This is an optimization exercise on Yosys and OpenROAD, whose aim is small area, a short achievable clock period and few clock cycles per item, not a production implementation.
The RTL was checked by simulation tests, not by an equivalence proof against the original design.

gamma:
==> flow/design.v (excerpt) <==
module radix_digit_converter_core #(
  parameter int unsigned VALUE_BITS = rdc_pkg::VALUE_BITS_DEF,
  parameter int unsigned MAX_DIGITS = rdc_pkg::MAX_DIGITS_DEF
) (
  input  logic                  clk_i,
  input  logic                  rst_ni,
  input  logic                  cfg_we_i,
  input  logic [rdc_pkg::BASE_W-1:0]     cfg_wdata_i,
  input  logic                  in_valid_i,
  output logic                  in_ready_o,
  input  logic [VALUE_BITS-1:0] value_i,
  output logic                  out_valid_o,
  input  logic                  out_ready_i,
  output logic [rdc_pkg::DIGIT_W-1:0]    digit_o,
  output logic                  last_digit_o
);
For scale: roughly 4,800 cells after synthesis, about 470 flip-flops, ~88 I/O pins.
Settings: LEC_CHECK=0, ABC_AREA=1, CAP_MARGIN=20, CORE_MARGIN=2, CORE_UTILIZATION=40, SETUP_SLACK_MARGIN=5, SLEW_MARGIN=20, TNS_END_PERCENT=100; clock period 9.0 ns.
run.sh (not shown) runs the stock make flow with config.mk's settings and CLKGATE_MAP_FILE= SYNTH_SCRIPT=/design/flow/synth_recipe.tcl, a recipe that flattens the netlist after the stock synthesis.
Per the final summary, gamma finished and its layout is clean on timing, DRC and antenna.
Testbench counts of gamma, summed over its fixed seeds: cycles 7,920, digits 4,076.
Input changes introduced in delta (baseline for comparison: gamma):
-- flow/design.v --
<<< gamma, line 326
      p2_d    = (beff == 9'd2 || beff == 9'd8 || beff == 9'd16);
      vtop_d  = in_top;
      s_d     = '0;
      lz_d    = 1'b0;
      iss_d   = 1'b0;
>>> delta, line 326
      p2_d    = (beff == 9'd2 || beff == 9'd8 || beff == 9'd16);
      vtop_d  = in_top;
      s_d     = (beff == 9'd2 || beff == 9'd8 || beff == 9'd16) ? 80'(value_i) : 80'd0;
      lz_d    = 1'b0;
      iss_d   = 1'b0;
<<< gamma, line 451
      oact_n   = 1'b1;
      om_n     = xfer_om;
      o_n      = p2_q ? 80'(w_q) : s_q;
      op_n     = pp_q;
      opw_n    = pw_q;
>>> delta, line 451
      oact_n   = 1'b1;
      om_n     = xfer_om;
      o_n      = s_q;
      op_n     = pp_q;
      opw_n    = pw_q;
Notes after the runs:
- STATUS final instance area: delta wins against gamma
- Summary of the comparison: full die area is lower in delta, relative to gamma.
- Looking only at sum of routed wire length over all layers, and setting everything else aside, the lower value of delta and gamma goes to delta.
- When delta is set beside gamma, its fraction of layout cells with a size suffix above 1 turns out to be 0.41 points smaller.
- Diff gamma -> delta: count of non-CTS buffers in the layout went down by 5; routed wire length on met2 -about 8%; cell count after placement now smaller.
- From gamma to delta the numbers moved as follows: first-pass GRT wire length went down, number of antenna violations at the first check in global routing went up.
- Ratio of final minimum period to clock period in delta is 1.1 points higher than in gamma
- Against gamma as the reference, delta delivers a higher sequential share of layout area.
Testbench counts of delta, summed over its fixed seeds: cycles 7,920, digits 4,076.

* * *

Another version of the RTL of radix_digit_converter_core (not shown whole).
For scale: about 4800 cells after synthesis, about 470 flip-flops, ~34000 um2 of cells after synthesis.
clock: 9.0 ns
lec_check: 0
abc_area: 1
cap_margin: 20
core_margin: 2
core_utilization: 40
setup_slack_margin: 5
slew_margin: 20
tns_end_percent: 100
Testbench counts at the start, summed over its fixed seeds: cycles 7,830, digits 4,076.
Rerun with:
--- a/flow/design.v
+++ b/flow/design.v
@@ -113,16 +113,16 @@
   logic [5:0] oct_start;
   always_comb begin
     oct_start = 6'd0;
     for (int i = 0; i < 21; i++) begin
       if (((64'(value_i) >> (3 * i)) & 64'h7) != 64'd0) oct_start = 6'(3 * i);
     end
   end
-  logic [1:0] w_grp;       
-  assign w_grp = 2'(w_q >> {pp_q[5:1], 1'b0});
+  logic [2:0] w_grp;       
+  assign w_grp = 3'(w_q >> pp_q);
   logic [1:0] w_pair;      
   assign w_pair = 2'(w_q >> {rpos_q, 1'b0});
   logic [7:0] o_win;       
   assign o_win = 8'(o_q >> {op_q[5:2], 2'b00});
   logic [3:0] o_hi, o_lo;
   logic [4:0] o_ptr;
   logic [4:0] o_top;
@@ -150,15 +150,15 @@
   function automatic logic [3:0] dd_corr(input logic [3:0] d);
     dd_corr = (d >= 4'd5) ? 4'(d + 4'd3) : d;
   endfunction
   logic [79:0] dd_next;
   always_comb begin
     logic [79:0] t;
     dd_next = s_q;
-    for (int j = 1; j >= 0; j--) begin
+    for (int j = 2; j >= 0; j--) begin
       for (int i = 0; i < 20; i++) t[4*i +: 4] = dd_corr(dd_next[4*i +: 4]);
       dd_next = {t[78:0], w_grp[j]};
     end
   end
   logic [1:0] st_q    [NST];       
   logic [7:0] st_r    [NST];       
   logic       st_z    [NST];       
@@ -367,15 +367,15 @@
         pw_d = 2'd1;
         pp_d = oct_start;
       end else if (beff == 9'd16) begin
         pw_d = 2'd2;
         pp_d = {in_top, 2'b00};
       end else begin
         pw_d = 2'd2;
-        pp_d = {in_top, 2'b10};
+        pp_d = oct_start;
       end
     end
     case (ps_q)
       PS_IDLE: begin
         if (in_valid_i) begin
           if (beff == 9'd2 || beff == 9'd8 || beff == 9'd16) begin
             ps_d = PS_XFER;
@@ -385,16 +385,16 @@
             ps_d = PS_DIV;
             rv_d = 1'b1;
           end
         end
       end
       PS_DD: begin
         s_d  = dd_next;
-        pp_d = pp_q - 6'd2;
-        if (pp_q[5:1] == 5'd0) ps_d = PS_XFER;
+        pp_d = pp_q - 6'd3;
+        if (pp_q == 6'd0) ps_d = PS_XFER;
       end
       PS_DIV: begin
         if (done_q) begin
           if (pass1_q) remd_d = k_q;
           done_d = 1'b0;
           rv_d   = 1'b0;
           ps_d   = PS_XFER;
Effect: Setup slack got worse by 100 ps; via count went up by roughly a tenth; register-to-register slack degrades by 60 ps; sequential share of layout area goes down by 2.8 points; wire length came out higher by roughly a tenth.
Testbench counts after the change, summed over its fixed seeds: cycles 7,121, digits 4,076.

* * *

== job 101 ==
radix_digit_converter_core, a different RTL version from the one above (not shown whole).
Size in the first run: roughly 3400 cells after synthesis, roughly 340 flip-flops, ~26000 um2 of cells after synthesis.
==> flow/design.v (excerpt) <==
module radix_digit_converter_core #(
  parameter int unsigned VALUE_BITS = rdc_pkg::VALUE_BITS_DEF,
  parameter int unsigned MAX_DIGITS = rdc_pkg::MAX_DIGITS_DEF
) (
  input  logic                  clk_i,
  input  logic                  rst_ni,
  input  logic                  cfg_we_i,
  input  logic [rdc_pkg::BASE_W-1:0]     cfg_wdata_i,
  input  logic                  in_valid_i,
  output logic                  in_ready_o,
  input  logic [VALUE_BITS-1:0] value_i,
  output logic                  out_valid_o,
  input  logic                  out_ready_i,
  output logic [rdc_pkg::DIGIT_W-1:0]    digit_o,
  output logic                  last_digit_o
);
  localparam int NST = 2;    
  localparam logic [2:0] ST_IDLE = 3'd0;
  localparam logic [2:0] ST_P2   = 3'd1;   
  localparam logic [2:0] ST_DD   = 3'd2;   
  localparam logic [2:0] ST_DIV  = 3'd3;   
  localparam logic [2:0] ST_SOUT = 3'd4;   
  logic [8:0] cfg_q;
  logic [8:0] beff;
  always_ff @(posedge clk_i or negedge rst_ni) begin
    if (!rst_ni) begin
      cfg_q <= rdc_pkg::BASE_RESET;
    end else if (cfg_we_i) begin
      cfg_q <= cfg_wdata_i;
    end
  end
  always_comb begin
    beff = cfg_q;
    if (cfg_q < 9'd2) begin
      beff = 9'd2;
    end else if (cfg_q > 9'd256) begin
      beff = 9'd256;
    end
  end
  logic [2:0]  state_q, state_d;
  logic [62:0] v_q, v_d;           
  logic [63:0] w_q, w_d;           
  logic [79:0] s_q, s_d;           
  logic [8:0]  b_q, b_d;
  logic [1:0]  pw_q, pw_d;         
  logic        byte_q, byte_d;     
  logic [5:0]  pp_q, pp_d;         
  logic        lead_q, lead_d;     
  logic [4:0]  cp_q, cp_d;         
  logic        first_q, first_d;   
  logic [3:0]  vtop_q, vtop_d;     
  logic [4:0]  ntop_q, ntop_d;     
  logic [10:0] b3_q, b3_d;         
  logic [5:0]  k_q, k_d;           
  logic [5:0]  remd_q, remd_d;     
  logic        pass1_q, pass1_d;
  logic [4:0]  rp_q, rp_d;         
  ...
make LEC_CHECK=0 ABC_AREA=1 CAP_MARGIN=20 CORE_MARGIN=2 CORE_UTILIZATION=40 SETUP_SLACK_MARGIN=4.5 SLEW_MARGIN=20 TNS_END_PERCENT=100 finish   # period 9.0 ns
Testbench counts of job 101, summed over its fixed seeds: cycles 11,130, digits 4,076.
## Diff of input files: job 102 against job 101
diff --git a/flow/design.v b/flow/design.v
--- a/flow/design.v
+++ b/flow/design.v
@@ -16,17 +16,17 @@
   input  logic                  in_valid_i,
   output logic                  in_ready_o,
   input  logic [VALUE_BITS-1:0] value_i,
   output logic                  out_valid_o,
   input  logic                  out_ready_i,
   output logic [rdc_pkg::DIGIT_W-1:0]    digit_o,
   output logic                  last_digit_o
 );
-  localparam int NST = 2;    
+  localparam int NST = 4;    
   localparam logic [2:0] ST_IDLE = 3'd0;
   localparam logic [2:0] ST_P2   = 3'd1;   
   localparam logic [2:0] ST_DD   = 3'd2;   
   localparam logic [2:0] ST_DIV  = 3'd3;   
   localparam logic [2:0] ST_SOUT = 3'd4;   
   logic [8:0] cfg_q;
   logic [8:0] beff;
   always_ff @(posedge clk_i or negedge rst_ni) begin
Results
- Job 102 against job 101: number of multi-input logic gates grew by about 13%, count of hold buffers inserted by post-cts repair held steady, minimum setup slack in the final design shrank by 16 ps, chip width grew by 17 um.
- Number of global-route vias before repair: job 102 vs job 101 up 2994
Testbench counts of job 102, summed over its fixed seeds: cycles 9,769, digits 4,076.

* * *

== the reference run ==
radix_digit_converter_core, a different RTL version from the one above (not shown whole).
Size: ~0.025 sq mm of cells after synthesis.
==> flow/config.mk <==
export PLATFORM = sky130hd
export DESIGN_NAME = radix_digit_converter_core
export DESIGN_NICKNAME = radix_digit_converter_core
export VERILOG_FILES = /design/flow/design.v
export SDC_FILE = /design/flow/constraint.sdc
export NUM_CORES = 4
export LEC_CHECK = 0
export CAP_MARGIN = 20
export CORE_MARGIN = 2
export CORE_UTILIZATION = 40
export SLEW_MARGIN = 20
==> flow/constraint.sdc <==
create_clock -name core_clock -period 9.0 [get_ports {clk_i}]
set_input_delay 1.8000 -clock core_clock [delete_from_list [all_inputs] [get_ports {clk_i}]]
set_output_delay 1.8000 -clock core_clock [all_outputs]
set_load 0.01 [all_outputs]
Testbench counts of the reference run, summed over its fixed seeds: cycles 11,975, digits 4,076.
## Diff of input files: the trial run against the reference run
--- a/flow/design.v
+++ b/flow/design.v
@@ -48,17 +48,17 @@
   logic [62:0] v_q, v_d;           
   logic [63:0] w_q, w_d;           
   logic [79:0] s_q, s_d;           
   logic [8:0]  b_q, b_d;
   logic [1:0]  pw_q, pw_d;         
   logic        byte_q, byte_d;     
   logic [5:0]  pp_q, pp_d;         
   logic        lead_q, lead_d;     
-  logic [4:0]  cp_q, cp_d;         
+  logic [3:0]  cp_q, cp_d;         
   logic        first_q, first_d;   
   logic [3:0]  vtop_q, vtop_d;     
   logic [5:0]  ntop_q, ntop_d;     
   logic [5:0]  k_q, k_d;           
   logic [5:0]  remd_q, remd_d;     
   logic        pass1_q, pass1_d;
   logic [4:0]  rp_q, rp_d;         
   logic [4:0]  pops_q, pops_d;     
@@ -96,17 +96,17 @@
     t = {in_top, 2'b11};
     oct_start = 6'd0;
     for (int i = 0; i < 21; i++) begin
       if (6'(3 * i) <= t) oct_start = 6'(3 * i);
     end
   end
   logic [7:0] w_win;       
   logic [3:0] ptr_c;
-  assign ptr_c = (state_q == ST_P2) ? pp_q[5:2] : cp_q[4:1];
+  assign ptr_c = (state_q == ST_P2) ? pp_q[5:2] : cp_q;
   assign w_win = 8'(w_q >> {ptr_c, 2'b00});
   logic       w_bit;       
   assign w_bit = w_q[sp_q[0]];
   logic [3:0] s_hi, s_lo;
   logic [4:0] s_ptr;
   logic [4:0] s_top;
   always_comb begin
     s_top = '0;
@@ -118,22 +118,20 @@
   assign s_hi  = 4'(s_q >> {s_ptr, 2'b00});
   assign s_lo  = 4'(s_q >> {s_ptr[4:1], 3'b000});
   function automatic logic [3:0] dd_corr(input logic [3:0] d);
     dd_corr = (d >= 4'd5) ? 4'(d + 4'd3) : d;
   endfunction
   logic [79:0] dd_next;
   always_comb begin
     logic [79:0] t;
-    logic [1:0] g;
-    g = cp_q[0] ? w_win[3:2] : w_win[1:0];
-    dd_next = s_q;
-    for (int j = 1; j >= 0; j--) begin
+    dd_next = first_q ? 80'd0 : s_q;
+    for (int j = 3; j >= 0; j--) begin
       for (int i = 0; i < 20; i++) t[4*i +: 4] = dd_corr(dd_next[4*i +: 4]);
-      dd_next = {t[78:0], g[j]};
+      dd_next = {t[78:0], w_win[j]};
     end
   end
   logic       st_q    [NST];       
   logic [7:0] st_r    [NST];       
   logic       st_z    [NST];       
   logic       st_zin  [NST];       
   always_comb begin
     for (int s = 0; s < NST; s++) begin
@@ -218,18 +216,17 @@
     end
     case (state_q)
       ST_IDLE: begin
         v_d     = value_i;
         w_d     = 64'(value_i);
         b_d     = beff;
         byte_d  = (beff > 9'd16);
         vtop_d  = in_top;
-        cp_d    = {in_top, 1'b1};
-        s_d     = '0;
+        cp_d    = in_top;
         first_d = 1'b1;
         lead_d  = 1'b1;
         k_d     = '0;
         pass1_d = 1'b1;
         if (beff == 9'd2) begin
           pw_d = 2'd0;
           pp_d = {in_top, 2'b11};
         end else if (beff == 9'd8) begin
@@ -274,18 +271,18 @@
           lead_d = 1'b0;
           pp_d   = pp_q - step;
           if (pp_q == 6'd0) state_d = ST_IDLE;
         end
       end
       ST_DD: begin
         s_d     = dd_next;
         first_d = 1'b0;
-        cp_d    = cp_q - 5'd1;
-        if (cp_q == 5'd0) begin
+        cp_d    = cp_q - 4'd1;
+        if (cp_q == 4'd0) begin
           first_d = 1'b1;
           state_d = ST_SOUT;
         end
       end
       ST_DIV: begin
         if (fin) begin
           k_d = kn;
           if (byte_q) s_d = {fin_dig, s_q[79:8]};
==> comparison <==
- Compared with the reference run, in the trial run number of clock-tree buffers in the layout has increased, portion of the layout cell area used by non-clock buffers has decreased, post-layout worst setup margin has decreased, count of inverters other than clock inverters in the layout has increased.
- Compared with the reference run, via count of the first global-routing pass in the trial run increased by more than 10%.
Testbench counts of the trial run, summed over its fixed seeds: cycles 10,776, digits 4,076.

-- separate check: timing with driven ports --
How much do the figures lean on ideal ports? The routed layouts below were timed once more, with nothing changed but the port constraints. Step 1 assumes that a clkbuf_16 drives the clock port and a buf_2 every other input. Step 2 adds t to the input delays and takes it off the output delays; t is the mean of the earliest and latest rising clock arrival at the registers after step 1. Input paths then give back, and output paths get back, about the clock's delay inside the block. Three values: no drivers, after step 1, after step 2; two values: the first two.
| run | t, ns | setup WS [ns] | worst setup path at the end | latest minus earliest clock arrival (ns) | worst register clock-pin slew, ns |
|---|---|---|---|---|---|
| gamma | 0.695 | 5.088 / 5.051 / 4.438 | input to register | 0.067 / 0.068 | 0.07 / 0.07 |
| delta | 0.672 | 4.990 / 5.007 / 4.363 | input to register | 0.035 / 0.035 | 0.07 / 0.07 |
| the first run of note 2 | 0.705 | 5.116 / 5.040 / 4.522 | input to register | 0.046 / 0.046 | 0.07 / 0.07 |
| the second run of note 2 | 0.704 | 5.012 / 5.054 / 4.351 | input to register | 0.039 / 0.039 | 0.07 / 0.07 |
| job 101 | 0.657 | 4.710 / 4.746 / 4.089 | input to register | 0.043 / 0.044 | 0.07 / 0.07 |
| job 102 | 0.659 | 4.694 / 4.630 / 4.079 | input to register | 0.033 / 0.032 | 0.07 / 0.07 |
| the reference run | 0.639 | 2.889 / 2.889 / 2.889 | register to register | 0.033 / 0.033 | 0.07 / 0.07 |
| the trial run | 0.635 | 2.076 / 2.076 / 2.076 | register to register | 0.039 / 0.039 | 0.07 / 0.07 |
After both steps setup and hold are still met in every run listed. The setup slack of the second run of note 2, which loses most, moves by +0.042 ns with the drivers and by -0.661 ns with both steps.
